Source: an optimization exercise on an open RTL-to-GDS flow (aim: small area). Production flows keep margins and buffers that such runs may drop.
Where RTL was checked, it was by simulation tests only, not by an equivalence proof against the original.
Power figures rest on the tool's default switching activity, not on a simulated workload.

== indigo ==
Design sram_1r1w_param, start of the top module:
module sram_1r1w_param #(
  parameter int    DATA_WIDTH        = 32,
  parameter int    SIZE              = 64,
  parameter int    ADDR_WIDTH        = (SIZE > 1) ? $clog2(SIZE) : 1,
  parameter        READ_DURING_WRITE = "NEW_DATA",
  parameter int    CLEAR_ON_RESET    = 1
) (
  input  logic                  clk,
  input  logic                  rst_n,
  input  logic                  read_en,
  input  logic [ADDR_WIDTH-1:0] read_addr,
  output logic [DATA_WIDTH-1:0] read_data,
  input  logic                  write_en,
  input  logic [ADDR_WIDTH-1:0] write_addr,
  input  logic [DATA_WIDTH-1:0] write_data,
  output logic                  init_busy
);
clock: 4.0 ns
lec_check: 0
cap_margin: 0
core_margin: 2
core_utilization: 30
slew_margin: 0
synth_hierarchical: 1
synth_minimum_keep_size: 0
standard.sh (not shown) runs the stock make flow with config.mk's settings and CLKGATE_MAP_FILE= SYNTH_SCRIPT=/design/flow/synth_recipe.tcl, a recipe that flattens the netlist after the stock synthesis.
==> flow/flow/run.sh <==
#!/bin/bash
# Standard ORFS layout (the standard.sh, standard synthesis) with a leaner
# clock tree (larger sink clusters, no dummy loads) and plain buffers on the
# ports. Each ORFS step logs to orfs/logs/; this script's own output goes to
# standard.log.
set -euo pipefail
export CTS_ARGS="-sink_clustering_enable -repair_clock_nets -dont_use_dummy_load -sink_clustering_size 20 -sink_clustering_max_diameter 50 -buf_list {sky130_fd_sc_hd__clkbuf_4 sky130_fd_sc_hd__clkbuf_8}"
export BUFFER_PORTS_ARGS="-buffer_cell sky130_fd_sc_hd__buf_2"
bash standard.sh > standard.log 2>&1
The final layout from indigo, which completed every stage, passed the timing, design-rule and antenna checks at the end of the flow.
--- input diff indigo..zinc ---
- CORE_UTILIZATION now 40, was 30
--- a/flow/flow/run.sh
+++ b/flow/flow/run.sh
@@ -7 +7 @@
-export CTS_ARGS="-sink_clustering_enable -repair_clock_nets -dont_use_dummy_load -sink_clustering_size 20 -sink_clustering_max_diameter 50 -buf_list {sky130_fd_sc_hd__clkbuf_4 sky130_fd_sc_hd__clkbuf_8}"
+export CTS_ARGS="-sink_clustering_enable -repair_clock_nets -dont_use_dummy_load -sink_clustering_size 16 -sink_clustering_max_diameter 50 -buf_list {sky130_fd_sc_hd__clkbuf_4 sky130_fd_sc_hd__clkbuf_8}"
Findings:
- Looking at met2 demand-to-capacity share in global routing, zinc sits 9.8 points higher than indigo does.
- Global-route usage in zinc is 7.2 points above indigo.
- zinc against indigo: worst hold margin decreased 98 ps; power increased about 0.34%.
- Every stage of the flow completed for zinc, and the final layout passed the timing, design-rule and antenna checks.
- Of the two values seen for termination of the worst setup path, read_data[5]$_DFF_P_ was produced by zinc and read_data[31]$_DFF_P_ by indigo.
Edits applied to the flow inputs when going from zinc to pepper:
- CORE_UTILIZATION: 40 -> 35
- PLACE_DENSITY: unset -> 0.8
- SLEW_MARGIN: 0 -> 10
- CAP_MARGIN: 0 -> 10
==> run summary <==
Looking at slowest stage cell on the critical path, the sky130_fd_sc_hd__nor2_1 result is from zinc; the sky130_fd_sc_hd__a211oi_4 one comes from pepper. Going from zinc to pepper, worst slack after detailed placement went up, clock buffer instance count of the final layout shrank by 8, total half-perimeter wirelength after legalization and detailed placement dropped about 5.6%.
Relative to pepper, the following input files were edited for xenon:
- PLACE_DENSITY no longer set, was 0.8
- CAP_MARGIN now 0, was 10
- SLEW_MARGIN now 0, was 10
Results
The flow did not stop early for pepper: all stages ran, and the layout cleared the timing, design-rule and antenna checks.
xenon was carried through to the last stage, and its layout satisfied the timing, design-rule and antenna checks.
Comparing pepper with xenon, the number of enable flip-flop cells after synthesis came out essentially unchanged.
Summary: with pepper as the reference, wire length after detailed routing in xenon moved up by a few percent.
The lower total power consumption of the routed design came out of pepper.

========
run 1:
Another version of the RTL of sram_1r1w_param (not shown whole).
For scale: about 5400 cells after synthesis, ~2100 flip-flops, ~70000 um^2 of cells after synthesis.
clock: 4.0 ns
lec_check: 0
cap_margin: 0
core_margin: 2
core_utilization: 40
cts_buf_list: sky130_fd_sc_hd__clkbuf_4 sky130_fd_sc_hd__clkbuf_8 sky130_fd_sc_hd__clkbuf_16
cts_cluster_diameter: 80
cts_cluster_size: 30
gpl_timing_driven: 0
slew_margin: 0
synth_hierarchical: 1
synth_minimum_keep_size: 0
run.sh (not shown) runs the stock make flow with config.mk's settings and CLKGATE_MAP_FILE= SYNTH_SCRIPT=/design/flow/synth_recipe.tcl, a recipe that flattens the netlist after the stock synthesis.
Stock flow here: none of the scripts above is used.
Run 1 had finished all stages when the layout checks came back failing, citing capacitance limit, slew limit, setup timing.
Setup changes, run 1 to run 2
--- a/flow/config.mk
+++ b/flow/config.mk
@@ -13,3 +13,2 @@
 export CTS_CLUSTER_SIZE = 30
-export GPL_TIMING_DRIVEN = 0
 export SLEW_MARGIN = 0
### Flow results
The flow completed for run 2, but it is not clean: the layout still shows setup timing. Of run 2 and run 1, it is run 2 that has the higher critical path depth. Delta (run 2 minus run 1): post-layout total power barely changed, combinational power rose about 20%, clock-buffer cell count did not really move. Status: number of buffers and inverters on the critical path parity (run 1, run 2).
No run of this note included a check of the RTL's function; only the layout flow was run.

-- what the ideal ports hide --
In the flow no input, the clock included, has a driving cell. The finished layouts below were timed again as built, in two steps.
Step 1, drivers: a clkbuf_16 drives clk and a buf_2 each remaining input, both assumed.
Step 2 adds t to the input delays and takes it off the output delays; t is the mean of the earliest and latest rising clock arrival at the registers after step 1. Input paths then give back, and output paths get back, about the clock's delay inside the block.
a / b / c = ideal ports / drivers / drivers and shift; a / b = the first two.
run | shift t [ns] | setup slack, ns | worst setup path after step 2 | clock arrival spread, ns | worst data-port slew with drivers (ns)
indigo | 1.038 | 0.288 / 0.288 / -0.544 | input to register | 0.121 / 0.121 | 0.23
zinc | 1.015 | 0.176 / 0.176 / -0.629 | input to register | 0.136 / 0.136 | 0.21
pepper | 1.002 | 0.257 / 0.257 / -0.491 | input to register | 0.100 / 0.100 | 0.29
xenon | 1.026 | 0.189 / 0.189 / -0.557 | input to register | 0.130 / 0.131 | 0.25
run 1 | 0.861 | -0.247 / -0.314 / -1.175 | input to register | 0.078 / 0.077 | 0.20
run 2 | 0.877 | -0.237 / -0.171 / -1.048 | input to register | 0.068 / 0.068 | 0.11
With both steps, setup timing fails in indigo, zinc, pepper and xenon, where it was met with ideal ports. For run 1, which loses most, drivers alone change the setup slack by -0.067 ns; drivers and shift together by -0.928 ns.
